Source: an optimization exercise on an open RTL-to-GDS flow (aim: small area). Production flows keep margins and buffers that such runs may drop. At most, simulation tests tie the RTL to the original design; equivalence was not proved. No functional check of the RTL was part of runs 4 and 5. Power and IR drop assume default switching activity.

===== design/flow/flow/area.abc =====
strash
&get -n
&deepsyn -T 20
&put
dch -f
map -a
topo

===== design/flow/constraint.sdc =====
create_clock -name core_clock -period 6.0 [get_ports {clk}]
set_input_delay 1.2000 -clock core_clock [delete_from_list [all_inputs] [get_ports {clk}]]
set_output_delay 1.2000 -clock core_clock [all_outputs]
set_load 0.01 [all_outputs]

===== design/flow/design.v =====
`default_nettype none
package frog_pkg;
    function automatic logic ge_k(input logic [10:0] x, input logic [10:0] k);    
        logic res;
        res = 1'b1;
        for (int i = 0; i < 11; i++) res = k[i] ? (x[i] & res) : (x[i] | res);
        ge_k = res;
    endfunction
    function automatic logic le_k(input logic [10:0] x, input logic [10:0] k);    
        logic res;
        res = 1'b1;
        for (int i = 0; i < 11; i++) res = k[i] ? (!x[i] | res) : (!x[i] & res);
        le_k = res;
    endfunction
    function automatic logic in_k(input logic [10:0] x, input logic [10:0] lo, input logic [10:0] hi);
        in_k = ge_k(x, lo) && le_k(x, hi);
    endfunction
    localparam int NUM_CARS = 10;
    localparam int NUM_LANES = 5;
    localparam int RING = 645;    
    localparam logic [NUM_LANES*10-1:0] LANE_Y_FLAT = {10'd54, 10'd141, 10'd230, 10'd315, 10'd403};
    function automatic logic [9:0] lane_y(input int i);
        lane_y = LANE_Y_FLAT[i*10 +: 10];
    endfunction
    localparam logic [NUM_CARS*10-1:0] CAR_OFS_FLAT = {10'd320, 10'd0, 10'd240, 10'd0, 10'd350, 10'd10, 10'd340, 10'd20, 10'd300, 10'd0};
    function automatic logic [9:0] car_ofs(input int i);
        car_ofs = CAR_OFS_FLAT[i*10 +: 10];
    endfunction
    localparam logic [NUM_LANES*10-1:0] ROAD_TOP_FLAT = {10'd387, 10'd299, 10'd211, 10'd123, 10'd35};
    function automatic logic [9:0] road_top(input int i);
        road_top = ROAD_TOP_FLAT[i*10 +: 10];
    endfunction
    localparam logic [NUM_LANES*10-1:0] ROAD_BOT_FLAT = {10'd431, 10'd343, 10'd255, 10'd167, 10'd79};
    function automatic logic [9:0] road_bot(input int i);
        road_bot = ROAD_BOT_FLAT[i*10 +: 10];
    endfunction
    localparam logic [3:0] C_RED    = 4'd0;
    localparam logic [3:0] C_GREEN  = 4'd1;
    localparam logic [3:0] C_FROG   = 4'd2;
    localparam logic [3:0] C_PINK   = 4'd3;
    localparam logic [3:0] C_BLUE   = 4'd4;
    localparam logic [3:0] C_ORANGE = 4'd5;
    localparam logic [3:0] C_PURPLE = 4'd6;
    localparam logic [3:0] C_YELLOW = 4'd7;
    localparam logic [3:0] C_SKY    = 4'd8;
    localparam logic [3:0] C_ROAD   = 4'd9;
    localparam logic [3:0] C_MEDIAN = 4'd10;
    localparam logic [NUM_CARS*4-1:0] CAR_CLASS_FLAT = {C_YELLOW, C_PINK, C_ORANGE, C_PURPLE, C_PURPLE,
                                                        C_ORANGE, C_ORANGE, C_RED, C_BLUE, C_PINK};
    function automatic logic [3:0] car_class(input int i);
        car_class = CAR_CLASS_FLAT[i*4 +: 4];
    endfunction
    function automatic logic [23:0] class_color(input logic [3:0] c);
        case (c)
            C_RED:    class_color = 24'hFF0000;
            C_GREEN:  class_color = 24'h00FF00;
            C_FROG:   class_color = 24'h014820;
            C_PINK:   class_color = 24'hFFC0CB;
            C_BLUE:   class_color = 24'h0000FF;
            C_ORANGE: class_color = 24'hFFA500;
            C_PURPLE: class_color = 24'h800080;
            C_YELLOW: class_color = 24'hFFFF00;
            C_SKY:    class_color = 24'h00FFFF;
            C_ROAD:   class_color = 24'h000000;
            default:  class_color = 24'hAAAAAA;
        endcase
    endfunction
    function automatic logic car_wrapped(input logic [9:0] x0, input int i);
        car_wrapped = ge_k(11'(x0), 11'(RING - car_ofs(i)));
    endfunction
    function automatic logic car_xhit(input logic [10:0] db, input logic [9:0] x0,
                                      input logic first9, input int i);
        int k;
        k = car_ofs(i);
        if (i == 9 && first9) begin
            car_xhit = in_k(db, 11'(1024 + k + 2), 11'(1024 + k + 41));
        end else if (k == 0) begin
            car_xhit = in_k(db, 11'(1024), 11'(1024 + 39));
        end else if (car_wrapped(x0, i)) begin
            car_xhit = in_k(db, 11'(1024 + k - RING), 11'(1024 + k - RING + 39));
        end else begin
            car_xhit = in_k(db, 11'(1024 + k), 11'(1024 + k + 39));
        end
    endfunction
endpackage
`default_nettype wire
`timescale 1ns/1ps
`default_nettype none
module car_traffic #(
    parameter int CAR_PERIOD = 199
) (
    input  wire logic       clk,
    input  wire logic       rst,
    output logic [9:0]      x0,
    output logic            first9     
);
    localparam int TW = $clog2(CAR_PERIOD + 1);
    logic [TW-1:0] timer;
    logic          tick;
    assign tick = (timer == TW'(CAR_PERIOD));
    always_ff @(posedge clk or negedge rst) begin
        if (!rst) begin
            timer <= '0;
        end else if (tick) begin
            timer <= '0;
        end else begin
            timer <= timer + 1'b1;
        end
    end
    always_ff @(posedge clk or negedge rst) begin
        if (!rst) begin
            x0 <= '0;
            first9 <= 1'b1;
        end else if (tick) begin
            x0 <= (x0 == 10'd640) ? 10'd0 : x0 + 10'd5;
            if (x0 == 10'd320) first9 <= 1'b0;    
        end
    end
endmodule
`default_nettype wire
`timescale 1ns/1ps
`default_nettype none
module frog_control #(
    parameter int FROG_PERIOD = 3
) (
    input  wire logic       clk,
    input  wire logic       rst,
    input  wire logic [3:0] keys,      
    output logic [9:0]      fx,
    output logic [8:0]      fy,
    output logic            win
);
    localparam int TW = $clog2(FROG_PERIOD + 1);
    logic [TW-1:0] timer;
    logic          step;
    logic          go_left, go_right, go_up, go_down;
    assign step = (timer == TW'(FROG_PERIOD));
    assign go_right = keys[0] && frog_pkg::le_k(11'(fx), 11'd619);
    assign go_left  = keys[1] && frog_pkg::ge_k(11'(fx), 11'd21);
    assign go_down  = keys[2] && frog_pkg::le_k(11'(fy), 11'd459);
    assign go_up    = keys[3] && frog_pkg::ge_k(11'(fy), 11'd6);
    always_ff @(posedge clk or negedge rst) begin
        if (!rst) begin
            timer <= '0;
            fx <= 10'd320;
            fy <= 9'd451;
        end else if (!win) begin
            if (step) begin
                timer <= '0;
                if (go_right) begin
                    fx <= fx + 10'd1;
                end else if (go_left) begin
                    fx <= fx - 10'd1;
                end
                if (go_down) begin
                    fy <= fy + 9'd1;
                end else if (go_up) begin
                    fy <= fy - 9'd1;
                end
            end else begin
                timer <= timer + 1'b1;
            end
        end
    end
    always_ff @(posedge clk or negedge rst) begin
        if (!rst) begin
            win <= 1'b0;
        end else begin
            win <= frog_pkg::le_k(11'(fy), 11'd30);
        end
    end
endmodule
`default_nettype wire
`timescale 1ns/1ps
`default_nettype none
module collision_detect (
    input  wire logic       clk,
    input  wire logic       rst,
    input  wire logic [9:0] x0,
    input  wire logic       first9,
    input  wire logic [9:0] fx,
    input  wire logic [8:0] fy,
    output logic            game_over
);
    logic [10:0] d;
    logic [10:0] db;
    logic        hit;
    assign d  = {1'b0, fx} - {1'b0, x0};
    assign db = {~d[10], d[9:0]};
    always_comb begin
        hit = 1'b0;
        for (int i = 0; i < frog_pkg::NUM_CARS; i++) begin
            if (frog_pkg::in_k(11'(fy), 11'(frog_pkg::lane_y(i/2) - 10'd15), 11'(frog_pkg::lane_y(i/2) + 10'd19)) &&
                frog_pkg::car_xhit(db, x0, first9, i)) begin
                hit = 1'b1;
            end
        end
    end
    always_ff @(posedge clk or negedge rst) begin
        if (!rst) begin
            game_over <= 1'b0;
        end else if (hit) begin
            game_over <= 1'b1;
        end
    end
endmodule
`default_nettype wire
`timescale 1ns/1ps
`default_nettype none
module pixel_painter (
    input  wire logic        clk,
    input  wire logic        rst,
    input  wire logic        req_valid,
    input  wire logic [9:0]  req_x,
    input  wire logic [9:0]  req_y,
    input  wire logic [9:0]  x0,
    input  wire logic        first9,
    input  wire logic [9:0]  fx,
    input  wire logic [8:0]  fy,
    input  wire logic        win,
    input  wire logic        game_over,
    output logic             resp_valid,
    output logic [23:0]      resp_color
);
    logic [10:0] d;
    logic [10:0] db;
    assign d  = {1'b0, req_x} - {1'b0, x0};
    assign db = {~d[10], d[9:0]};
    logic [3:0]  bg;
    logic        frog_hit;
    logic        car_hit;
    logic [3:0]  car_cls;
    logic [10:0] xd;
    logic [10:0] yd;
    always_comb begin
        bg = frog_pkg::C_MEDIAN;
        if (frog_pkg::le_k(11'(req_y), 11'd35)) begin
            bg = frog_pkg::C_SKY;
        end
        for (int b = 0; b < frog_pkg::NUM_LANES; b++) begin
            if (frog_pkg::in_k(11'(req_y), 11'(frog_pkg::road_top(b) + 10'd1), 11'(frog_pkg::road_bot(b)))) begin
                bg = frog_pkg::C_ROAD;
            end
        end
    end
    assign xd = {1'b0, req_x} - {1'b0, fx};
    assign yd = {1'b0, req_y} - {2'b0, fy};
    assign frog_hit = frog_pkg::le_k(xd, 11'd14) && frog_pkg::le_k(yd, 11'd14);
    always_comb begin
        car_hit = 1'b0;
        car_cls = '0;
        for (int i = 0; i < frog_pkg::NUM_CARS; i++) begin
            if (frog_pkg::in_k(11'(req_y), 11'(frog_pkg::lane_y(i/2)), 11'(frog_pkg::lane_y(i/2) + 10'd19)) &&
                frog_pkg::car_xhit(db, x0, first9, i)) begin
                car_hit = 1'b1;
                car_cls = frog_pkg::car_class(i);
            end
        end
    end
    logic [3:0] cls;
    always_comb begin
        if (game_over)     cls = frog_pkg::C_RED;
        else if (win)      cls = frog_pkg::C_GREEN;
        else if (frog_hit) cls = frog_pkg::C_FROG;
        else if (car_hit)  cls = car_cls;
        else               cls = bg;
    end
    logic       s1_valid;
    logic [3:0] s1_cls;
    logic [3:0] s2_cls;
    always_ff @(posedge clk or negedge rst) begin
        if (!rst) begin
            s1_valid <= 1'b0;
            resp_valid <= 1'b0;
        end else begin
            s1_valid <= req_valid;
            resp_valid <= s1_valid;
        end
    end
    always_ff @(posedge clk) begin
        s1_cls <= cls;
        s2_cls <= s1_cls;
    end
    assign resp_color = frog_pkg::class_color(s2_cls);
endmodule
`default_nettype wire
`timescale 1ns/1ps
`default_nettype none
module frog_game_top #(
    parameter int CAR_PERIOD = 199,
    parameter int FROG_PERIOD = 3
) (
    input  wire logic        clk,
    input  wire logic        rst,
    input  wire logic [3:0]  keys,
    input  wire logic        pix_req_valid,
    input  wire logic [9:0]  pix_req_x,
    input  wire logic [9:0]  pix_req_y,
    output logic             pix_resp_valid,
    output logic [23:0]      pix_resp_color,
    output logic             win,
    output logic             game_over
);
    logic [9:0] x0;
    logic       first9;
    logic [9:0] fx;
    logic [8:0] fy;
    car_traffic #(.CAR_PERIOD(CAR_PERIOD)) traffic_i (
        .clk    (clk),
        .rst    (rst),
        .x0     (x0),
        .first9 (first9)
    );
    frog_control #(.FROG_PERIOD(FROG_PERIOD)) frog_i (
        .clk  (clk),
        .rst  (rst),
        .keys (keys),
        .fx   (fx),
        .fy   (fy),
        .win  (win)
    );
    collision_detect collide_i (
        .clk       (clk),
        .rst       (rst),
        .x0        (x0),
        .first9    (first9),
        .fx        (fx),
        .fy        (fy),
        .game_over (game_over)
    );
    pixel_painter painter_i (
        .clk        (clk),
        .rst        (rst),
        .req_valid  (pix_req_valid),
        .req_x      (pix_req_x),
        .req_y      (pix_req_y),
        .x0         (x0),
        .first9     (first9),
        .fx         (fx),
        .fy         (fy),
        .win        (win),
        .game_over  (game_over),
        .resp_valid (pix_resp_valid),
        .resp_color (pix_resp_color)
    );
endmodule
`default_nettype wire
`timescale 1ns/1ps
`default_nettype none
module frog_game (
    input  wire logic        clk,
    input  wire logic        rst,             
    input  wire logic [3:0]  keys,            
    input  wire logic        pix_req_valid,
    input  wire logic [9:0]  pix_req_x,
    input  wire logic [9:0]  pix_req_y,
    output logic             pix_resp_valid,
    output logic [23:0]      pix_resp_color,
    output logic             win,
    output logic             game_over
);
    frog_game_top #(.CAR_PERIOD(199), .FROG_PERIOD(3)) core_i (
        .clk            (clk),
        .rst            (rst),
        .keys           (keys),
        .pix_req_valid  (pix_req_valid),
        .pix_req_x      (pix_req_x),
        .pix_req_y      (pix_req_y),
        .pix_resp_valid (pix_resp_valid),
        .pix_resp_color (pix_resp_color),
        .win            (win),
        .game_over      (game_over)
    );
endmodule
`default_nettype wire

===== design/flow/config.mk =====
export PLATFORM = sky130hd
export DESIGN_NAME = frog_game
export DESIGN_NICKNAME = frog_game
export VERILOG_FILES = /design/flow/design.v
export SDC_FILE = /design/flow/constraint.sdc
export NUM_CORES = 4
export LEC_CHECK = 0
export CAP_MARGIN = 20
export CORE_MARGIN = 2
export CORE_UTILIZATION = 40
export PLACE_DENSITY = 0.6
export SLEW_MARGIN = 20

===== design/flow/standard.sh =====
#!/bin/bash
# synth_recipe.tcl (not shown) runs the flow's synth.tcl, then flattens the netlist and writes it again
# the make line also repeats each setting of config.mk as NAME=value (left out here)
make -C /OpenROAD-flow-scripts/flow DESIGN_CONFIG=/design/flow/config.mk WORK_HOME=/design/flow/orfs CLKGATE_MAP_FILE= SYNTH_SCRIPT=/design/flow/synth_recipe.tcl "${@:-finish}"

===== design/flow/flow/run.sh =====
#!/bin/bash
# Standard ORFS synthesis, then the combinational logic re-mapped by ABC for area
# (flip-flops kept as they are, same instances and cell types), then the standard
# layout from that netlist.
set -euo pipefail
HERE=$(pwd)
RES=$HERE/orfs/results/$FLOW_PLATFORM/frog_game/base
LIB=$FLOW_HOME/platforms/sky130hd/lib/sky130_fd_sc_hd__tt_025C_1v80.lib

bash standard.sh synth > synth_standard.log 2>&1

# the same dont_use list the standard synthesis gave ABC
DU=$(grep -o -- "-dont_use [A-Za-z0-9_]*" orfs/logs/$FLOW_PLATFORM/frog_game/base/1_2_yosys.log | sort -u | tr '\n' ' ')
cp $RES/1_2_yosys.v $HERE/netlist_standard.v
cat > remap.ys <<EOT
read_liberty -ignore_miss_func $LIB
read_verilog $HERE/netlist_standard.v
hierarchy -top $FLOW_TOP
blackbox sky130_fd_sc_hd__df*
flatten
opt_clean -purge
abc -liberty $LIB $DU -script $HERE/flow/area.abc -D 6000
opt_clean -purge
hilomap -singleton -hicell sky130_fd_sc_hd__conb_1 HI -locell sky130_fd_sc_hd__conb_1 LO
opt_clean -purge
blackbox sky130_fd_sc_hd__*
stat -liberty $LIB
write_verilog -noattr -nohex -nodec $HERE/netlist_remap.v
EOT
yosys -l remap_yosys.log -q remap.ys > /dev/null 2>&1
cp $HERE/netlist_remap.v $RES/1_2_yosys.v
rm -f $RES/1_synth.odb $RES/1_synth.sdc

bash standard.sh finish > layout_standard.log 2>&1

==> impl_metrics.csv, run 1 <==
group,metric,value,unit
sta,slew_violations,0,
yosys,netlist_instances,830,
setup_path,crit_fanout,4,
placement,gp_congestion,0.989,
floorplanning,row_count,41,
hold_path,hp-start,"core_i.painter_i.s1_valid",
hold_path,hold_class,"reg -> reg",
setup_path,worst-r2r-cell-count,33,
run,max_cap_violations,0,
setup_path,worstSetupPathType,"in -> reg",
setup_path,endpoint_kind,"flop",
clock_tree,cts_resized,0,
floorplanning,dieHeight,117,um
run_status,status,"finished clean",
power,pwr_density_cell,339,nW/um2
setup_path,cp.required,6.27,ns
yosys,synth_fp_nets,857,
yosys,yosysWarnings,4,
setup_path,cpMaxStageDelayCell,"clkdlybuf4s50_1",
setup_path,rr_endpoint,"core_i.painter_i.s1_cls[0]",
sta,setup_viol,0,
power,ir_drop,182,uV
global_route,grt_pass1_wl,27.1,mm
cells_and_area,fillCellCount,1296,
global_route,use_met2,0.414,
clock_tree,cts_num_sinks,64,
sta,setup_tns,0,ns
clock_tree,htree_levels,3,
routing,ant_nets,0,
sta,finClkSkew,0.0101,ns
power,intPower,1190,uW
sta,slew_headroom,0.349,
yosys,syn_area,5120,um2
setup_path,rrSetupSlack,1.41,ns
power,pwr-share-seq,0.319,
clock_tree,clock_latency,0.34,ns
yosys,syn_avg_cell_area,6.17,um2
global_route,gr-max-usage-layer,"met2",
sta,finalCritPeriodShare,0.882,
clock_tree,cts_buffers,9,
sta,period_needed,5.29,ns
power,power.total,2080,uW
routing,drtPass1Iterations,5,
global_route,antenna_found_initial,0,
hold_path,holdPathEnd,"core_i.painter_i.resp_valid",
sta,max_clock_freq,189,MHz
global_route,use_met1,0.361,
routing,drt-total-wl,16.9,mm
power,p_sw_frac,0.430,
sta,tightest_slew,0.969,ns
global_route,grt_max_degree,25,
sta,rsz0062_at_grt,"false",
routing,vias,5838,
floorplanning,dieArea,13700,um2
floorplanning,die_w,117,um
clock_tree,cts_tree,"yes",
routing,drt_iter0_markers,400,
clock_tree,cts_buffer_depth,2,
global_route,grt.met3_usage,0.0510,
cells_and_area,nets,922,
clock_tree,clk_pin_slew,0.05,ns
global_route,grt_pass1_vias,5237,
routing,drcViolationCount,0,
placement,portBuffers,53,
cells_and_area,area_growth_syn_to_layout,20.0,%
clock_tree,cts_hold_buf,0,
setup_path,slowest_delay,0.51,ns
setup_path,cp-start-kind,"input pin",
sta,final_hold_viol_count,0,
global_route,grt_overflow,0,
setup_path,r2r_start,"core_i.traffic_i.x0[1]",
cells_and_area,antenna_cells,0,
clock_tree,cts_setup_buffers,0,
global_route,track_usage,0.259,
floorplanning,initial_core_util,0.408,
power,power_switching,896,uW
power,clkPwrFrac,0.237,
hold_path,hold_depth,0,
cells_and_area,drive_gt1_frac,0.0344,
placement,dp_hpwl,13.8,mm
clock_tree,clk_root_buffer_cell,"clkbuf_16",
floorplanning,core_area,12600,um2
floorplanning,pin_count,54,
power,power.leakage,0.00237,uW
routing,via_per_inst,5.45,
power,p_comb_frac,0.444,
setup_path,cp.arrival,5.56,ns
setup_path,path_common_cell,"nor2_1",
routing,wl_per_cell,15.7,um
==> layout by cell type, fill, tap and decap left out, drive strengths merged, types with 2 or more instances in the layout <==
| cell type | n |
|---|---|
| a31oi | 14 |
| o21a | 2 |
| buf | 2 |
| and2 | 3 |
| clkdlybuf4s50 | 52 |
| o32ai | 2 |
| dfstp | 8 |
| o2111ai | 5 |
| nor2 | 188 |
| nor4 | 14 |
| clkbuf | 13 |
| nand2 | 123 |
| o31ai | 2 |
| o22ai | 8 |
| clkinv | 149 |
| a211oi | 10 |
| o211ai | 9 |
| o221ai | 2 |
| xnor2 | 19 |
| o21ai | 59 |
| a22oi | 2 |
| nand3 | 32 |
| dfxtp | 20 |
| dfrtp | 36 |
| nor3 | 35 |
| nand4 | 9 |
| a21oi | 50 |
| xor2 | 18 |
| a221oi | 2 |
==> power by group through the flow <==
| stage | combinational [uW] | clock [uW] | sequential [uW] |
|---|---|---|---|
| floorplan | 564 | 0 | 666 |
| global placement | 918 | 0 | 668 |
| detailed placement | 912 | 0 | 669 |
| CTS | 918 | 508 | 662 |
| global route | 1030 | 528 | 680 |
| finish | 925 | 493 | 665 |
==> metal layers <==
layer,vias to the layer above,part of all wire
met4,0,0.016
met3,28,0.064
met1,2671,0.47
met5,-,0
met2,222,0.45
li1,2917,-
==> how the worst max path moves through the flow <==
stage | slack (ns) | from | endpoint | cells past startpoint
final | 0.71 | pix_req_x[1] | core_i.painter_i.s1_cls[0] | 34
after global routing | 0.03 | pix_req_x[1] | core_i.painter_i.s1_cls[0] | 34
after CTS | 0.79 | pix_req_x[1] | core_i.painter_i.s1_cls[0] | 34
after detailed placement | 0.48 | pix_req_x[1] | core_i.painter_i.s1_cls[0] | 34
after global placement | 0.66 | pix_req_x[1] | core_i.painter_i.s1_cls[0] | 34
after floorplan | 1.55 | pix_req_x[1] | core_i.painter_i.s1_cls[0] | 32
==> flip-flops by register name (all words and copies together), names as in the netlist, 2 cells and up <==
register / cells
core_i.painter_i.s1_cls: 4
pix_resp_color: 16
core_i.frog_i.fy: 9
core_i.frog_i.fx: 10
core_i.frog_i.timer: 2
core_i.traffic_i.x0: 10
core_i.traffic_i.timer: 8
==> worst max-delay path: cells and delay by family <==
| family | cells | cell delay, ns |
|---|---|---|
| compound gates | 11 | 1.92 |
| simple gates | 17 | 1.45 |
| buf+inv | 6 | 0.97 |
==> stage by stage <==
stage | hold slack [ns] | cell area (um2) | utilization | std cells | setup slack [ns]
after CTS | 0.358 | 6150 | 0.489 | 1072 | 0.794
final | 0.353 | 6150 | 0.489 | 1072 | 0.709
after global placement | 0.345 | 5870 | 0.467 | 1056 | 0.657
after detailed placement | 0.347 | 5870 | 0.467 | 1056 | 0.475
after global routing | 0.372 | 6150 | 0.489 | 1072 | 0.0285
after floorplan | 0.331 | 5120 | - | 830 | 1.55
==> final cells by class <==
| cell class | instances | area, um2 | area share |
|---|---|---|---|
| Clock buffer | 13 | 260 | 0.0423 |
| Inverter | 147 | 552 | 0.0897 |
| Multi-Input combinational cell | 619 | 3060 | 0.498 |
| Timing Repair Buffer | 54 | 533 | 0.0867 |
| Clock inverter | 3 | 17.5 | 0.00285 |
| Tap cell | 172 | 215 | 0.0350 |
| Sequential cell | 64 | 1510 | 0.246 |
==> inputs of run 2 (changes only) <==
--- a/design/flow/flow/run.sh
+++ b/design/flow/flow/run.sh
@@ -33,2 +33,5 @@
 
-bash standard.sh finish > layout_standard.log 2>&1
+# Port buffers as the standard flow places them, but the smallest buffer cell;
+# clock tree without dummy loads.
+CTS="-sink_clustering_enable -repair_clock_nets -dont_use_dummy_load"
+bash standard.sh "BUFFER_PORTS_ARGS=-buffer_cell sky130_fd_sc_hd__buf_1" "CTS_ARGS=$CTS" finish > layout_standard.log 2>&1
==> run 2 against run 1 <==
Still clean. Setup slack better by 0.44 ns. Final area down 6.1%. Count of clock-buffer cells in the layout down 4. Synthesized cell count unchanged. First-iteration DRC count up 42%. Clock skew up 0.0066 ns. Hold slack worse by 0.0062 ns. Critical endpoint unchanged. Largest power group unchanged.
==> impl_metrics.csv, run 2 <==
group,metric,value,unit
routing,drcViolationCount,0,
clock_tree,cts_hold_buf,0,
routing,wl_per_cell,14.4,um
global_route,grt_pass1_vias,5219,
power,power.leakage,0.00221,uW
clock_tree,cts_setup_buffers,0,
clock_tree,cts_tree,"yes",
setup_path,r2r_start,"core_i.traffic_i.x0[1]",
cells_and_area,final_common_cell,"nor2_1",
power,pwr-share-seq,0.340,
run_status,status,"finished clean",
global_route,grt_max_degree,45,
routing,vias,5756,
floorplanning,core_area,12600,um2
setup_path,cp.required,6.27,ns
cells_and_area,area_growth_syn_to_layout,12.6,%
clock_tree,cts_buffer_depth,2,
yosys,syn_avg_cell_area,6.17,um2
clock_tree,cts_num_sinks,64,
power,clkPwrFrac,0.226,
yosys,syn_area,5120,um2
power,ir_drop,130,uV
setup_path,setup.worst_path.start,"pix_req_x[1]",
sta,setup_tns,0,ns
sta,finalCritPeriodShare,0.809,
clock_tree,clk_pin_slew,0.05,ns
setup_path,worst-r2r-cell-count,33,
power,pwr_density_cell,334,nW/um2
floorplanning,dieHeight,117,um
setup_path,cp-start-kind,"input pin",
setup_path,cp.arrival,5.12,ns
floorplanning,row_count,41,
sta,finClkSkew,0.0167,ns
routing,via_per_inst,5.40,
floorplanning,initial_core_util,0.408,
cells_and_area,largest_register_ffs,16,
sta,layout_setup_ws,1.15,ns
placement,gp_congestion,0.995,
power,p_sw_frac,0.447,
sta,slew_violations,0,
global_route,grt_pass1_wl,25.5,mm
floorplanning,dieArea,13700,um2
hold_path,hp-start,"core_i.painter_i.s1_valid",
setup_path,crit_fanout,4,
cells_and_area,antenna_cells,0,
routing,ant_nets,0,
hold_path,holdPathEnd,"core_i.painter_i.resp_valid",
cells_and_area,final_cell_mix,"nor2_1 (188), clkinv_1 (147), nand2_1 (123)",
routing,drt-total-wl,15.3,mm
setup_path,cpMaxStageDelayCell,"a211o_2",
placement,pre_cts_ws,0.850,ns
clock_tree,cts_buffers,9,
sta,whs,0.346,ns
yosys,netlist_instances,830,
floorplanning,die_w,117,um
global_route,antenna_found_initial,0,
clock_tree,cts_resized,0,
placement,dp_hpwl,12.4,mm
sta,rsz0062_at_grt,"false",
routing,drtPass1Iterations,5,
clock_tree,clk_root_buffer_cell,"clkbuf_16",
power,power_switching,863,uW
hold_path,hold_depth,0,
setup_path,worstSetupPathType,"in -> reg",
clock_tree,htree_levels,3,
yosys,synth_fp_nets,857,
yosys,yosysWarnings,4,
sta,tightest_slew,0.814,ns
setup_path,slowest_delay,0.32,ns
cells_and_area,utilization,0.459,
setup_path,endpoint_kind,"flop",
sta,slew_headroom,0.453,
setup_path,path_common_cell,"nor2_1",
sta,period_needed,4.85,ns
hold_path,hold_class,"reg -> reg",
cells_and_area,fillCellCount,1321,
setup_path,rr_endpoint,"core_i.painter_i.s1_cls[0]",
setup_path,rrSetupSlack,1.45,ns
floorplanning,pin_count,54,
global_route,grt_overflow,0,
clock_tree,clock_latency,0.34,ns
routing,drt_iter0_markers,566,
setup_path,crit_buf_inv,6,
placement,portBuffers,53,
power,p_comb_frac,0.434,
cells_and_area,drive_gt1_frac,0.0291,
sta,max_clock_freq,206,MHz
sta,final_hold_viol_count,0,
run,max_cap_violations,0,
cells_and_area,nets,922,
global_route,track_usage,0.240,
power,intPower,1070,uW
setup_path,critPathTopFamily,"compound AO/OA/AOI/OAI gates",
sta,setup_viol,0,
## run 2: area by class of cell
cell class | instances | area (um2) | share of cell area
Inverter | 147 | 552 | 0.0956
Timing Repair Buffer | 54 | 208 | 0.0360
Multi-Input combinational cell | 619 | 3060 | 0.530
Clock buffer | 9 | 225 | 0.0390
Sequential cell | 64 | 1510 | 0.262
Tap cell | 172 | 215 | 0.0373
## run 2: worst register-to-register path: cells and delay by family (launching register included)
kind                   cells  cell delay (ns)
AO/OA/AOI/OAI             11             1.93
buffers and inverters      5             0.53
flip-flops                 1             0.52
AND/OR/NAND/NOR           17             1.51
## run 2: worst max-delay path by stage
stage                     depth (start not counted)  slack [ns]                    endpoint
final                                            34        1.15  core_i.painter_i.s1_cls[0]
after global routing                             32        0.49  core_i.painter_i.s1_cls[0]
after CTS                                        34        1.19  core_i.painter_i.s1_cls[0]
after detailed placement                         34        0.85  core_i.painter_i.s1_cls[0]
after global placement                           34        1.07  core_i.painter_i.s1_cls[0]
after floorplan                                  32        1.55  core_i.painter_i.s1_cls[0]
## run 2: power by group through the flow
stage                     Clock [uW]  Sequential (uW)  Combinational, uW
after global placement             0              661                836
after CTS                        445              654                828
after detailed placement           0              661                822
after floorplan                    0              666                564
after global routing             467              676                957
final                            435              656                838
## run 2: layer usage
| layer | GRT usage | wire length (um) | share of wire | vias to the layer above |
|---|---|---|---|---|
| met5 | 0 | 0 | 0 | - |
| li1 | - | - | - | 2901 |
| met4 | 0.105 | 503 | 0.033 | 0 |
| met2 | 0.374 | 6730 | 0.44 | 231 |
| met3 | 0.0469 | 967 | 0.063 | 46 |
| met1 | 0.323 | 7100 | 0.46 | 2578 |
## run 2: stage by stage
| step | area (um2) | power [uW] | std cells |
|---|---|---|---|
| finish | 5770 | 1930 | 1065 |
| detailed placement | 5550 | 1480 | 1056 |
| global route | 5770 | 2100 | 1065 |
| CTS | 5770 | 1930 | 1065 |
| global placement | 5550 | 1500 | 1056 |
| floorplan | 5120 | 1230 | 830 |
==> inputs of run 3 (changes only) <==
==> design/flow/run.sh (new file) <==
#!/bin/bash
# synth_recipe.tcl (not shown) runs the flow's synth.tcl, then flattens the netlist and writes it again
# the make line also repeats each setting of config.mk as NAME=value (left out here)
make -C /OpenROAD-flow-scripts/flow DESIGN_CONFIG=/design/flow/config.mk WORK_HOME=/design/flow/orfs CLKGATE_MAP_FILE= SYNTH_SCRIPT=/design/flow/synth_recipe.tcl finish
removed: design/flow/flow/run.sh
removed: design/flow/flow/area.abc
removed: design/flow/standard.sh
==> run 3 against run 2 <==
Sequential power is 19% higher. Non-clock buffer count increased by 4. Area after synthesis rose by 41%. Die area is 40% higher. Wire length is 36% higher. Hold slack about the same. Combinational power rose to 3.0 times the previous value. Flip-flop and latch count stayed put. Critical endpoint is now core_i.painter_i.s1_cls[3]. Largest cell class unchanged. Highest routed layer unchanged.
==> impl_metrics.csv, run 3 <==
group,metric,value,unit
hold_path,holdPathEnd,"core_i.painter_i.resp_valid",
routing,vias,7182,
setup_path,r2r_start,"core_i.traffic_i.x0[2]",
yosys,synth_ff_type,"dfrtp_1",
floorplanning,dieHeight,138,um
yosys,synthTopCellsByCount,"o21ai_0 (79), a21oi_1 (76), nand2_1 (69), ha_1 (67), nor2_1 (64)",
sta,period_needed,4.41,ns
power,clkPwrFrac,0.135,
setup_path,rrSetupSlack,1.92,ns
setup_path,worstSetupPathType,"in -> reg",
setup_path,worst-r2r-cell-count,11,
sta,final_hold_viol_count,0,
sta,rsz0062_at_grt,"false",
placement,dp_hpwl,16.0,mm
global_route,grt_max_degree,45,
power,power.leakage,0.00323,uW
floorplanning,die_w,138,um
sta,tightest_slew,1.08,ns
power,p_comb_frac,0.663,
clock_tree,cts_buffers,9,
cells_and_area,nets,1068,
run_status,status,"finished clean",
routing,drt_iter0_markers,488,
routing,drcViolationCount,0,
power,p_sw_frac,0.486,
cells_and_area,area_growth_syn_to_layout,13.4,%
power,pwr-share-seq,0.202,
hold_path,hold_depth,0,
setup_path,rr_endpoint,"core_i.collide_i.game_over",
sta,setup_viol,0,
yosys,synth.area.top_cells,"dfrtp_1 (12%), ha_1 (12%), dfxtp_1 (5.5%)",
floorplanning,initial_core_util,0.405,
power,pwr_density_cell,469,nW/um2
clock_tree,cts_resized,0,
placement,gp_congestion,0.929,
yosys,ys_seq_elements,64,
yosys,seq_area_frac_synth,0.209,
clock_tree,cts_tree,"yes",
cells_and_area,largest_register_ffs,16,
sta,setup_tns,0,ns
placement,portBuffers,53,
yosys,syn_avg_cell_area,7.73,um2
global_route,grt_pass1_vias,6562,
yosys,syn_area,7230,um2
yosys,yosysTopAreaCell,"dfrtp_1",
sta,whs,0.346,ns
clock_tree,cts_num_sinks,64,
sta,slew_headroom,0.274,
cells_and_area,stdcell_area,8200,um2
yosys,synth_most_common_cell,"o21ai_0",
setup_path,endpoint_kind,"flop",
yosys,netlist_instances,936,
cells_and_area,final_cell_mix,"o21ai_0 (79), a21oi_1 (76), nand2_1 (69)",
yosys,synth_enable_flop_cells,0,
clock_tree,clock_latency,0.35,ns
hold_path,hp-start,"core_i.painter_i.s1_valid",
yosys,synthArstFlopShare,0.688,
sta,slew_violations,0,
floorplanning,core_area,17800,um2
clock_tree,cts_setup_buffers,0,
setup_path,cp.arrival,4.64,ns
sta,finalCritPeriodShare,0.734,
yosys,synth_top_area_share,0.125,
run,max_cap_violations,0,
routing,ant_nets,0,
setup_path,crit_fanout,5,
power,intPower,1980,uW
routing,drt-total-wl,20.8,mm
yosys,synth.distinct_cells,82,
yosys,synth_fp_nets,1036,
floorplanning,pin_count,54,
routing,wl_per_cell,17.3,um
routing,drtPass1Iterations,5,
cells_and_area,drive_gt1_frac,0.0689,
clock_tree,cts_buffer_depth,2,
clock_tree,clk_pin_slew,0.06,ns
routing,via_per_inst,5.98,
global_route,track_usage,0.216,
floorplanning,row_count,49,
cells_and_area,final_common_cell,"o21ai_0",
hold_path,hold_class,"reg -> reg",
power,ir_drop,227,uV
floorplanning,dieArea,19200,um2
yosys,yosysWarnings,4,
global_route,grt_pass1_wl,33.6,mm
global_route,grt_overflow,0,
clock_tree,cts_hold_buf,0,
clock_tree,htree_levels,3,
setup_path,cp-start-kind,"input pin",
cells_and_area,antenna_cells,0,
power,power_switching,1870,uW
clock_tree,clk_root_buffer_cell,"clkbuf_16",
sta,finClkSkew,0.0124,ns
sta,max_clock_freq,227,MHz
setup_path,cp.required,6.24,ns
global_route,antenna_found_initial,0,
placement,placedInstanceArea,7910,um2
-- run 3: stage by stage --
| step | util | setup slack [ns] | power [uW] | std cells |
|---|---|---|---|---|
| 2_1_floorplan | - | 1.94 | 2640 | 936 |
| 3_3_place_gp | 0.444 | 1.27 | 3290 | 1186 |
| 3_5_place_dp | 0.444 | 1.22 | 3300 | 1186 |
| 4_1_cts | 0.460 | 1.59 | 3840 | 1202 |
| 5_1_grt | 0.460 | 1.35 | 4200 | 1202 |
| 6_report | 0.460 | 1.59 | 3850 | 1202 |
-- run 3: cells by family after synthesis --
group           after synthesis  synth area share
flops                        64             0.209
fa+ha+maj                    73             0.133
mux                          10            0.0145
simple gates                316             0.227
buf+inv                      98            0.0562
xor+xnor                     51            0.0628
compound gates              324             0.298
-- run 3: worst max-delay path by stage --
stage,startpoint,slack (ns),endpoint,depth (start not counted)
floorplan,pix_req_x[0],1.94,core_i.painter_i.s1_cls[3],13
finish,pix_req_x[0],1.59,core_i.painter_i.s1_cls[3],14
global placement,pix_req_x[0],1.27,core_i.painter_i.s1_cls[3],14
detailed placement,pix_req_x[0],1.22,core_i.painter_i.s1_cls[3],14
CTS,pix_req_x[0],1.59,core_i.painter_i.s1_cls[3],14
global route,pix_req_x[0],1.35,core_i.painter_i.s1_cls[3],14
-- run 3: power by group through the flow --
stage,clock network (uW),logic (uW),registers [uW]
3_5_place_dp,0,2520,787
2_1_floorplan,0,1900,736
4_1_cts,533,2530,779
3_3_place_gp,0,2510,782
5_1_grt,550,2850,805
6_report,518,2550,779
-- run 3: area by class of cell --
type | count | area (um2)
Sequential cell | 64 | 1510
Clock inverter | 5 | 37.5
Multi-Input combinational cell | 774 | 5320
Inverter | 61 | 229
Fill cell | 1773 | 9640
Timing Repair Buffer | 58 | 563
Tap cell | 229 | 287
Clock buffer | 11 | 254
-- run 3: layer usage --
metal  global-route usage  part of all wire  vias up
li1                     -                 -     3556
met1                0.305              0.47     3393
met2                0.335              0.45      206
met3               0.0339             0.053       27
met4               0.0730             0.021        0
met5                    0                 0        -
-- run 3: worst max-delay path: stages --
cell	delay (ns)
clkdlybuf4s50_1	0.40
inv_1	0.10
ha_1	0.15
inv_1	0.05
fa_1	0.45
a21o_2	0.24
a221oi_4	0.41
mux2i_1	0.37
nor2_1	0.14
a2111o_1	0.37
a2111oi_2	0.31
a211oi_1	0.13
nand4_1	0.13
and4b_1	0.19
==> inputs of run 4 (changes only) <==
--- a/design/flow/design.v
+++ b/design/flow/design.v
@@ -36,13 +36,13 @@
     endfunction
-    localparam logic [3:0] C_RED    = 4'd0;
-    localparam logic [3:0] C_GREEN  = 4'd1;
-    localparam logic [3:0] C_FROG   = 4'd2;
-    localparam logic [3:0] C_PINK   = 4'd3;
-    localparam logic [3:0] C_BLUE   = 4'd4;
-    localparam logic [3:0] C_ORANGE = 4'd5;
-    localparam logic [3:0] C_PURPLE = 4'd6;
-    localparam logic [3:0] C_YELLOW = 4'd7;
-    localparam logic [3:0] C_SKY    = 4'd8;
-    localparam logic [3:0] C_ROAD   = 4'd9;
-    localparam logic [3:0] C_MEDIAN = 4'd10;
+    localparam logic [3:0] C_RED    = 4'd8;
+    localparam logic [3:0] C_GREEN  = 4'd6;
+    localparam logic [3:0] C_FROG   = 4'd4;
+    localparam logic [3:0] C_PINK   = 4'd13;
+    localparam logic [3:0] C_BLUE   = 4'd5;
+    localparam logic [3:0] C_ORANGE = 4'd10;
+    localparam logic [3:0] C_PURPLE = 4'd1;
+    localparam logic [3:0] C_YELLOW = 4'd14;
+    localparam logic [3:0] C_SKY    = 4'd7;
+    localparam logic [3:0] C_ROAD   = 4'd0;
+    localparam logic [3:0] C_MEDIAN = 4'd3;
     localparam logic [NUM_CARS*4-1:0] CAR_CLASS_FLAT = {C_YELLOW, C_PINK, C_ORANGE, C_PURPLE, C_PURPLE,
@@ -53,15 +53,12 @@
     function automatic logic [23:0] class_color(input logic [3:0] c);
-        case (c)
-            C_RED:    class_color = 24'hFF0000;
-            C_GREEN:  class_color = 24'h00FF00;
-            C_FROG:   class_color = 24'h014820;
-            C_PINK:   class_color = 24'hFFC0CB;
-            C_BLUE:   class_color = 24'h0000FF;
-            C_ORANGE: class_color = 24'hFFA500;
-            C_PURPLE: class_color = 24'h800080;
-            C_YELLOW: class_color = 24'hFFFF00;
-            C_SKY:    class_color = 24'h00FFFF;
-            C_ROAD:   class_color = 24'h000000;
-            default:  class_color = 24'hAAAAAA;
-        endcase
+        class_color = ({24{c == C_RED}}    & 24'hFF0000) |
+                      ({24{c == C_GREEN}}  & 24'h00FF00) |
+                      ({24{c == C_FROG}}   & 24'h014820) |
+                      ({24{c == C_PINK}}   & 24'hFFC0CB) |
+                      ({24{c == C_BLUE}}   & 24'h0000FF) |
+                      ({24{c == C_ORANGE}} & 24'hFFA500) |
+                      ({24{c == C_PURPLE}} & 24'h800080) |
+                      ({24{c == C_YELLOW}} & 24'hFFFF00) |
+                      ({24{c == C_SKY}}    & 24'h00FFFF) |
+                      ({24{c == C_MEDIAN}} & 24'hAAAAAA);
     endfunction
==> design/flow/flow/run.sh (new file) <==
#!/bin/bash
# Standard ORFS synthesis, then the combinational logic re-mapped by ABC for area
# (flip-flops kept as they are: same instances, names and cell types), then the
# standard ORFS layout from that netlist with a few layout settings changed.
set -euo pipefail
HERE=$(pwd)
RES=$HERE/orfs/results/$FLOW_PLATFORM/frog_game/base
LIB=$FLOW_HOME/platforms/sky130hd/lib/sky130_fd_sc_hd__tt_025C_1v80.lib

bash standard.sh synth > synth_standard.log 2>&1

# the same dont_use list the standard synthesis gave ABC
DU=$(grep -o -- "-dont_use [A-Za-z0-9_]*" orfs/logs/$FLOW_PLATFORM/frog_game/base/1_2_yosys.log | sort -u | tr '\n' ' ')
cp $RES/1_2_yosys.v $HERE/netlist_standard.v
cat > remap.ys <<EOT
read_liberty -ignore_miss_func $LIB
read_verilog $HERE/netlist_standard.v
hierarchy -top $FLOW_TOP
blackbox sky130_fd_sc_hd__df*
flatten
opt_clean -purge
abc -liberty $LIB $DU -script $HERE/flow/area.abc -D 6000
opt_clean -purge
hilomap -singleton -hicell sky130_fd_sc_hd__conb_1 HI -locell sky130_fd_sc_hd__conb_1 LO
opt_clean -purge
blackbox sky130_fd_sc_hd__*
stat -liberty $LIB
write_verilog -noattr -nohex -nodec $HERE/netlist_remap.v
EOT
yosys -l remap_yosys.log -q remap.ys > /dev/null 2>&1
cp $HERE/netlist_remap.v $RES/1_2_yosys.v
rm -f $RES/1_synth.odb $RES/1_synth.sdc

# Port buffers on every port as the standard flow places them, but with the
# smallest buffer cell; clock tree from small clock buffers without dummy loads.
source $HERE/flow/settings.sh
bash standard.sh "BUFFER_PORTS_ARGS=-buffer_cell sky130_fd_sc_hd__buf_1" "CTS_ARGS=$CTS" "${EXTRA[@]}" finish > layout_standard.log 2>&1
==> design/flow/flow/area.abc (new file) <==
strash
&get -n
&deepsyn -T 60
&put
dch -f
amap -m
topo
==> design/flow/flow/settings.sh (new file) <==
CTS="-sink_clustering_enable -repair_clock_nets -dont_use_dummy_load"
EXTRA=(GPL_TIMING_DRIVEN=1)
==> design/flow/standard.sh (new file) <==
#!/bin/bash
# synth_recipe.tcl (not shown) runs the flow's synth.tcl, then flattens the netlist and writes it again
# the make line also repeats each setting of config.mk as NAME=value (left out here)
make -C /OpenROAD-flow-scripts/flow DESIGN_CONFIG=/design/flow/config.mk WORK_HOME=/design/flow/orfs CLKGATE_MAP_FILE= SYNTH_SCRIPT=/design/flow/synth_recipe.tcl "${@:-finish}"
removed: design/flow/run.sh
==> run 4 against run 3 <==
Sequential power is 22% lower. Power is 51% lower. Die area is 35% lower. First-iteration DRC count stayed put. Still clean. Area after synthesis is 36% lower. Clock skew is 0.0061 ns higher. Critical path depth is 19 higher.
==> impl_metrics.csv, run 4 <==
group,metric,value,unit
clock_tree,clk_root_buffer_cell,"clkbuf_16",
sta,slew_headroom,0.336,
global_route,grt_pass1_vias,5263,
cells_and_area,drive_gt1_frac,0.0197,
power,power.leakage,0.00184,uW
setup_path,setup.worst_path.start,"pix_req_x[1]",
routing,vias,5661,
clock_tree,cts_setup_buffers,0,
cells_and_area,nets,840,
sta,final_hold_viol_count,0,
sta,period_needed,5.30,ns
yosys,yosysWarnings,4,
floorplanning,die_w,112,um
power,clkPwrFrac,0.145,
routing,drtPass1Iterations,5,
routing,ant_nets,0,
power,p_comb_frac,0.529,
floorplanning,pin_count,54,
hold_path,hold_depth,0,
sta,setup_tns,0,ns
hold_path,hp-start,"core_i.painter_i.s1_cls[3]",
clock_tree,cts_num_sinks,52,
setup_path,rrSetupSlack,1.01,ns
sta,setup_viol,0,
placement,dp_cells,949,
setup_path,critPathTopFamily,"simple AND/OR/NAND/NOR gates",
cells_and_area,final_common_cell,"nor2_1",
run,max_cap_violations,0,
clock_tree,cts_hold_buf,0,
setup_path,r2r_start,"core_i.traffic_i.x0[2]",
yosys,netlist_instances,751,
cells_and_area,antenna_cells,0,
power,p_sw_frac,0.508,
power,ir_drop,244,uV
setup_path,path_common_cell,"nand2_1",
sta,finalCritPeriodShare,0.883,
setup_path,cp.arrival,5.53,ns
clock_tree,cts_tree,"yes",
cells_and_area,final_cell_mix,"nor2_1 (183), clkinv_1 (112), o21ai_0 (77)",
setup_path,worst-r2r-cell-count,20,
floorplanning,initial_core_util,0.408,
yosys,syn_avg_cell_area,6.21,um2
cells_and_area,area_growth_syn_to_layout,11.1,%
sta,finClkSkew,0.0185,ns
clock_tree,clk_pin_slew,0.05,ns
setup_path,rr_endpoint,"core_i.collide_i.game_over",
routing,drt_iter0_markers,488,
setup_path,cp-start-kind,"input pin",
clock_tree,clock_latency,0.30,ns
setup_path,cp.required,6.23,ns
clock_tree,cts_resized,0,
global_route,grt_max_degree,45,
yosys,synth_fp_nets,778,
setup_path,crit_buf_inv,4,
floorplanning,row_count,39,
sta,slew_violations,0,
power,intPower,920,uW
global_route,grt_overflow,0,
floorplanning,dieArea,12500,um2
global_route,grt_pass1_wl,26.5,mm
global_route,track_usage,0.260,
yosys,syn_area,4660,um2
global_route,antenna_found_initial,0,
hold_path,hold_class,"reg -> reg",
power,power_switching,949,uW
setup_path,slowest_delay,0.34,ns
routing,wl_per_cell,16.9,um
setup_path,worstSetupPathType,"in -> reg",
setup_path,endpoint_kind,"flop",
run_status,status,"finished clean",
routing,via_per_inst,5.93,
power,pwr-share-seq,0.326,
sta,rsz0062_at_grt,"false",
sta,tightest_slew,0.986,ns
cells_and_area,stdcell_count,954,
floorplanning,core_area,11400,um2
floorplanning,dieHeight,112,um
routing,drcViolationCount,0,
placement,gp_congestion,0.962,
power,pwr_density_cell,361,nW/um2
clock_tree,cts_buffer_depth,2,
cells_and_area,fillCellCount,1255,
clock_tree,cts_buffers,5,
sta,max_clock_freq,189,MHz
clock_tree,htree_levels,2,
routing,drt-total-wl,16.1,mm
placement,dp_hpwl,13.1,mm
setup_path,cpMaxStageDelayCell,"a22oi_1",
hold_path,holdPathEnd,"core_i.painter_i.s2_cls[3]",
setup_path,crit_fanout,6,
placement,portBuffers,53,
run 4: per-layer routing:
| metal | up-vias | track usage | part of all wire |
|---|---|---|---|
| met5 | - | 0 | 0 |
| met4 | 0 | 0.0886 | 0.028 |
| met3 | 28 | 0.0425 | 0.067 |
| met2 | 219 | 0.432 | 0.46 |
| met1 | 2625 | 0.347 | 0.45 |
| li1 | 2789 | - | - |
run 4: power by group through the flow:
stage	registers, uW	logic (uW)	clock network, uW
6_report	609	988	271
5_1_grt	625	1110	297
3_5_place_dp	610	966	0
3_3_place_gp	609	963	0
4_1_cts	605	971	281
2_1_floorplan	560	704	0
run 4: final cells by class:
class / instances / area [um2] / area share
clock buffer: 5 / 125 / 0.0241
inverter: 112 / 420 / 0.0811
tap: 143 / 179 / 0.0345
multi-input combinational: 587 / 2970 / 0.573
sequential: 52 / 1270 / 0.245
timing repair buffer: 55 / 215 / 0.0415
run 4: stage by stage:
stage | total power, uW | instance area, um2 | setup slack, ns | utilization | hold slack, ns
2_1_floorplan | 1260 | 4660 | 1.38 | - | 0.310
3_3_place_gp | 1570 | 5060 | 0.753 | 0.443 | 0.314
3_5_place_dp | 1580 | 5060 | 0.557 | 0.443 | 0.314
4_1_cts | 1860 | 5180 | 0.831 | 0.454 | 0.326
5_1_grt | 2040 | 5180 | 0.0843 | 0.454 | 0.336
6_report | 1870 | 5180 | 0.701 | 0.454 | 0.323
run 4: worst max-delay path by stage:
stage	to	slack, ns	cells after the start
global route	core_i.painter_i.s1_cls[0]	0.08	30
global placement	core_i.painter_i.s1_cls[1]	0.75	33
detailed placement	core_i.painter_i.s1_cls[0]	0.56	30
CTS	core_i.painter_i.s1_cls[0]	0.83	30
finish	core_i.painter_i.s1_cls[1]	0.70	33
floorplan	core_i.painter_i.s1_cls[0]	1.38	29
run 4: worst register-to-register path, delay by kind of cell (launching register included):
| family | cells | cell delay [ns] |
|---|---|---|
| buf+inv | 4 | 0.86 |
| flops | 1 | 0.44 |
| simple gates | 8 | 1.30 |
| compound gates | 8 | 2.30 |
==> inputs of run 5 (changes only) <==
==> design/flow/flow/settings.sh (replaced) <==
CTS="-sink_clustering_enable -repair_clock_nets -dont_use_dummy_load -buf_list {sky130_fd_sc_hd__clkbuf_4 sky130_fd_sc_hd__clkbuf_8} -root_buf sky130_fd_sc_hd__clkbuf_8"
EXTRA=(GPL_TIMING_DRIVEN=0)
==> run 5 against run 4 <==
Still clean on timing, DRC and antenna. Combinational power about the same. Cell count shrank 0.10%. Die area is the same. Register-to-register slack improved by 0.04 ns. Clock power shrank 28%. Critical path depth unchanged. Sequential share of layout area up 0.14 points. First-iteration DRC count down 5.3%.
==> impl_metrics.csv, run 5 <==
group,metric,value,unit
run_status,status,"finished clean",
clock_tree,cts_buffer_depth,2,
floorplanning,row_count,39,
yosys,synth_fp_nets,778,
sta,slew_violations,0,
clock_tree,cts_buffers,5,
floorplanning,dieHeight,112,um
setup_path,rrSetupSlack,1.05,ns
power,p_sw_frac,0.523,
placement,dp_hpwl,13.0,mm
yosys,syn_area,4660,um2
placement,gp_congestion,0.941,
floorplanning,dieArea,12500,um2
clock_tree,clk_root_buffer_cell,"clkbuf_8",
global_route,grt_overflow,0,
global_route,grt_pass1_wl,25.7,mm
power,p_comb_frac,0.555,
power,clkPwrFrac,0.109,
hold_path,hold_class,"reg -> reg",
global_route,grt_max_degree,31,
routing,drtPass1Iterations,5,
clock_tree,cts_num_sinks,52,
hold_path,hp-start,"core_i.painter_i.s1_cls[0]",
routing,drcViolationCount,0,
sta,final_hold_viol_count,0,
setup_path,setup.worst_path.start,"pix_req_x[1]",
sta,rsz0062_at_grt,"false",
setup_path,endpoint_kind,"flop",
cells_and_area,final_cell_mix,"nor2_1 (183), clkinv_1 (112), o21ai_0 (77)",
sta,layout_setup_ws,0.864,ns
sta,slew_headroom,0.280,
hold_path,hold_depth,0,
setup_path,worstSetupPathType,"in -> reg",
cells_and_area,drive_gt1_frac,0.0235,
sta,setup_tns,0,ns
global_route,grt_pass1_vias,5155,
routing,ant_nets,0,
floorplanning,core_area,11400,um2
cells_and_area,final_common_cell,"nor2_1",
placement,portBuffers,53,
yosys,netlist_instances,751,
cells_and_area,antenna_cells,0,
sta,max_clock_freq,195,MHz
power,pwr-share-seq,0.336,
setup_path,r2r_start,"core_i.traffic_i.x0[2]",
cells_and_area,nets,839,
setup_path,crit_end,"core_i.painter_i.s1_cls[1]",
power,power.leakage,0.00182,uW
setup_path,path_common_cell,"nand2_1",
clock_tree,htree_levels,2,
setup_path,cpMaxStageDelayCell,"or2_0",
clock_tree,cts_tree,"yes",
setup_path,slowest_delay,0.31,ns
floorplanning,pin_count,54,
setup_path,cp-start-kind,"input pin",
global_route,antenna_found_initial,0,
setup_path,rr_endpoint,"core_i.collide_i.game_over",
sta,setup_viol,0,
global_route,track_usage,0.253,
setup_path,cp.arrival,5.39,ns
yosys,yosysWarnings,4,
clock_tree,cts_setup_buffers,0,
power,intPower,848,uW
sta,finClkSkew,0.0372,ns
setup_path,worst-r2r-cell-count,20,
setup_path,cp.required,6.25,ns
cells_and_area,area_growth_syn_to_layout,10.5,%
setup_path,crit_fanout,6,
sta,whs,0.325,ns
power,ir_drop,232,uV
power,pwr_density_cell,345,nW/um2
floorplanning,die_w,112,um
routing,wl_per_cell,16.7,um
power,power_switching,930,uW
routing,vias,5619,
sta,tightest_slew,1.07,ns
yosys,syn_avg_cell_area,6.21,um2
clock_tree,clk_pin_slew,0.06,ns
placement,pre_cts_ws,0.379,ns
floorplanning,initial_core_util,0.408,
routing,via_per_inst,5.90,
routing,drt-total-wl,15.9,mm
sta,period_needed,5.14,ns
sta,finalCritPeriodShare,0.856,
run,max_cap_violations,0,
routing,drt_iter0_markers,462,
clock_tree,clock_latency,0.35,ns
## run 5: cell count changes in the layout (fill, tap and decap cells not counted), sizes merged
cell / before / now
clkbuf: 6 / 5
## run 5: layout make-up
cell class | count | area, um2
clock buffers | 5 | 68.8
fillers | 1230 | 6270
inverters | 112 | 420
multi-input cells | 587 | 2990
flip-flops and latches | 52 | 1270
well taps | 143 | 179
repair buffers | 54 | 220
## run 5: power by group through the flow
stage / clock [uW] / combinational (uW) / sequential [uW]
detailed placement: 0 / 966 / 600
global route: 210 / 1110 / 613
finish: 195 / 986 / 597
floorplan: 0 / 704 / 560
global placement: 0 / 962 / 598
CTS: 200 / 970 / 594
## run 5: worst min-delay path by stage
stage,endpoint,slack (ns)
floorplan,core_i.painter_i.s2_cls[0],0.31
global placement,core_i.painter_i.s2_cls[1],0.31
detailed placement,core_i.painter_i.s2_cls[0],0.31
CTS,core_i.painter_i.s2_cls[0],0.33
global route,core_i.painter_i.s2_cls[1],0.34
finish,core_i.painter_i.s2_cls[0],0.33
## run 5: repair_timing
action / 4_1_cts / 5_1_grt
resized for setup: 0 / 4
setup endpoints to repair: 0 / 4
hold buffers: 0 / 0
## run 5: routing by layer
metal  GRT usage  vias up  routed length, um
met5           0        -                  0
met4      0.0756        0                471
met3      0.0414       33                971
met2       0.444      216               7470
met1       0.322     2579               6970
li1            -     2791                  -
## run 5: critical path, delay by kind of cell
family | cells | cell delay [ns]
AND/OR/NAND/NOR | 18 | 2.03
buffers and inverters | 4 | 0.65
AO/OA/AOI/OAI | 11 | 1.52
## run 5: stage by stage
step / instances / instance area [um2] / util / total power (uW)
after floorplan: 751 / 4660 / - / 1260
after global placement: 947 / 5040 / 0.441 / 1560
after detailed placement: 948 / 5060 / 0.443 / 1570
after CTS: 953 / 5130 / 0.449 / 1760
after global routing: 953 / 5150 / 0.451 / 1930
final: 953 / 5150 / 0.451 / 1780
==> inputs of run 6 (changes only) <==
--- a/design/flow/design.v
+++ b/design/flow/design.v
@@ -85,5 +85,3 @@
 `default_nettype none
-module car_traffic #(
-    parameter int CAR_PERIOD = 199
-) (
+module car_traffic (
     input  wire logic       clk,
@@ -93,6 +91,5 @@
 );
-    localparam int TW = $clog2(CAR_PERIOD + 1);
-    logic [TW-1:0] timer;
-    logic          tick;
-    assign tick = (timer == TW'(CAR_PERIOD));
+    logic [7:0] timer;
+    logic       tick;
+    assign tick = (timer == 8'd128);
     always_ff @(posedge clk or negedge rst) begin
@@ -100,6 +97,4 @@
             timer <= '0;
-        end else if (tick) begin
-            timer <= '0;
         end else begin
-            timer <= timer + 1'b1;
+            timer <= {timer[6:0], ~(timer[7] ^ timer[1] ^ (timer[2] & ~timer[3]))};
         end
@@ -304,3 +299,3 @@
     logic [8:0] fy;
-    car_traffic #(.CAR_PERIOD(CAR_PERIOD)) traffic_i (
+    car_traffic traffic_i (
         .clk    (clk),
==> run 6 against run 5 <==
Via count down 4.0%. Critical endpoint is now core_i.painter_i.s1_cls[3]. Setup slack better by 0.31 ns. Flip-flop and latch count unchanged. Final area down 1.7%. Combinational power down 9.7%. Global-route usage down 1.2 points.
==> impl_metrics.csv, run 6 <==
group,metric,value,unit
run_status,status,"finished clean",
routing,via_per_inst,5.76,
clock_tree,cts_num_sinks,52,
floorplanning,core_area,11300,um2
sta,tightest_slew,1.18,ns
hold_path,hold_class,"reg -> reg",
floorplanning,dieArea,12400,um2
power,ir_drop,190,uV
setup_path,rrSetupSlack,1.37,ns
routing,drt-total-wl,14.8,mm
sta,period_needed,4.83,ns
routing,vias,5394,
setup_path,endpoint_kind,"flop",
setup_path,cp_cell_sequence,"buf_1, clkinv_1, o22ai_1, clkinv_1, nand2_1, o21a_1, nand2_1, o21ai_0, nand2_1, o21ai_0, nand2_1, o21ai_0, nand2_1, o21a_1, a21oi_1, nor2_1, a21oi_1, clkinv_1, nor2_1, a31oi_1, a2111oi_0, nor3_1, nor4b_1, o21bai_1",
sta,slew_headroom,0.208,
cells_and_area,final_cell_mix,"nor2_1 (177), clkinv_1 (107), o21ai_0 (80)",
clock_tree,cts_hold_buf,0,
routing,drtPass1Iterations,5,
sta,rsz0062_at_grt,"false",
cells_and_area,stdcell_count,937,
setup_path,cp-start-kind,"input pin",
cells_and_area,drive_gt1_frac,0.0202,
setup_path,cp.required,6.27,ns
power,intPower,783,uW
global_route,grt_overflow,0,
floorplanning,dieHeight,111,um
clock_tree,cts_resized,0,
routing,ant_nets,0,
cells_and_area,area_growth_syn_to_layout,10.3,%
cells_and_area,final_common_cell,"nor2_1",
run,max_cap_violations,0,
clock_tree,htree_levels,2,
cells_and_area,antenna_cells,0,
floorplanning,row_count,39,
power,pwr_density_cell,321,nW/um2
placement,portBuffers,53,
routing,wl_per_cell,15.8,um
global_route,antenna_found_initial,0,
power,power_switching,842,uW
placement,dp_hpwl,12.1,mm
yosys,syn_avg_cell_area,6.26,um2
yosys,yosysWarnings,4,
routing,drt_iter0_markers,334,
setup_path,cpMaxStageDelayCell,"a2111oi_0",
global_route,grt_pass1_vias,4982,
clock_tree,cts_setup_buffers,0,
routing,drcViolationCount,0,
clock_tree,clk_pin_slew,0.11,ns
clock_tree,cts_buffer_depth,2,
setup_path,cp.arrival,5.10,ns
clock_tree,clk_root_buffer_cell,"clkbuf_8",
power,power.total,1620,uW
sta,slew_violations,0,
placement,dp_cells,932,
power,power.leakage,0.00177,uW
sta,setup_viol,0,
power,clkPwrFrac,0.119,
setup_path,crit_fanout,5,
sta,layout_setup_ws,1.17,ns
yosys,synth_fp_nets,761,
sta,max_clock_freq,207,MHz
sta,setup_tns,0,ns
cells_and_area,utilization,0.447,
yosys,syn_area,4590,um2
floorplanning,die_w,111,um
clock_tree,cts_tree,"yes",
global_route,track_usage,0.241,
floorplanning,pin_count,54,
sta,final_hold_viol_count,0,
power,pwr-share-seq,0.333,
yosys,netlist_instances,734,
setup_path,slowest_delay,0.55,ns
setup_path,path_common_cell,"nand2_1",
global_route,grt_max_degree,32,
clock_tree,cts_buffers,5,
placement,pre_cts_ws,0.854,ns
placement,gp_congestion,0.908,
setup_path,worstSetupPathType,"in -> reg",
floorplanning,initial_core_util,0.406,
sta,finalCritPeriodShare,0.805,
global_route,grt_pass1_wl,24.2,mm
sta,finClkSkew,0.0250,ns
cells_and_area,nets,823,
clock_tree,clock_latency,0.33,ns
power,p_comb_frac,0.548,
power,p_sw_frac,0.518,
[run 6: final cells by class]
cell class | instances | area (um2)
inverter | 107 | 402
timing repair buffer | 55 | 225
clock buffer | 5 | 68.8
fill | 1208 | 6260
sequential | 52 | 1270
tap | 143 | 179
multi-input combinational | 575 | 2920
[run 6: metrics by stage]
stage | instance area [um2] | hold slack (ns)
floorplan | 4590 | 0.310
global placement | 4970 | 0.311
detailed placement | 5000 | 0.314
CTS | 5060 | 0.340
global route | 5060 | 0.354
finish | 5060 | 0.337
[run 6: path summary, 6_finish.rpt]
check                                           startpoint  cells past startpoint                         end
worst max-delay path                          pix_req_x[2]                     24  core_i.painter_i.s1_cls[3]
worst min-delay path            core_i.painter_i.s1_cls[2]                      0  core_i.painter_i.s2_cls[2]
worst max register to register         core_i.frog_i.fx[2]                     20  core_i.collide_i.game_over
worst min register to register  core_i.painter_i.s1_cls[2]                      0  core_i.painter_i.s2_cls[2]
max in group asynchronous                              rst                      2         core_i.frog_i.fx[6]
min in group asynchronous                              rst                      1      core_i.frog_i.timer[0]
[run 6: critical path: cells and delay by family]
kind                   cells  cell delay [ns]
AOI/OAI and AO/OA         11             2.15
and+or+nand+nor            9             1.13
buffers and inverters      4             0.63
[run 6: metal layers]
layer / share of wire / wire length (um) / track usage
met2: 0.47 / 6980 / 0.418
met3: 0.049 / 725 / 0.0416
met4: 0.026 / 390 / 0.0815
met1: 0.45 / 6690 / 0.304
met5: 0 / 0 / 0
[run 6: power by group through the flow]
stage / sequential, uW / clock (uW) / combinational [uW]
finish: 541 / 193 / 890
CTS: 540 / 205 / 881
detailed placement: 546 / 0 / 877
floorplan: 515 / 0 / 626
global route: 557 / 216 / 1010
global placement: 543 / 0 / 869

-- port drivers added, routing unchanged --
The results above use ideal ports. As a check the final layouts listed here were re-extracted and re-timed, cells and wires unchanged.
Step 1: set_driving_cell puts a clkbuf_16 on clk and a buf_2 on each other input, an assumption about the parent block.
Step 2 times the ports against the registers' clock, not the clock port: input delays grow and output delays shrink by t, the midpoint of the rising clock arrivals with the driver on.
a / b / c = ideal / step 1 / step 2; a / b = the first two.
run	t, ns	slack for setup (ns)	latest minus earliest clock arrival (ns)
run 1	0.382	0.709 / 0.730 / 0.348	0.011 / 0.011
run 2	0.377	1.149 / 1.168 / 0.791	0.017 / 0.017
run 3	0.391	1.593 / 1.613 / 1.223	0.012 / 0.013
run 4	0.334	0.701 / 0.720 / 0.386	0.018 / 0.018
run 5	0.363	0.864 / 0.876 / 0.512	0.037 / 0.037
run 6	0.355	1.170 / 1.179 / 0.824	0.026 / 0.026
After both steps every run listed still meets setup and hold. The setup slack of run 3, which loses most, moves by +0.020 ns with the drivers and by -0.370 ns with both steps.
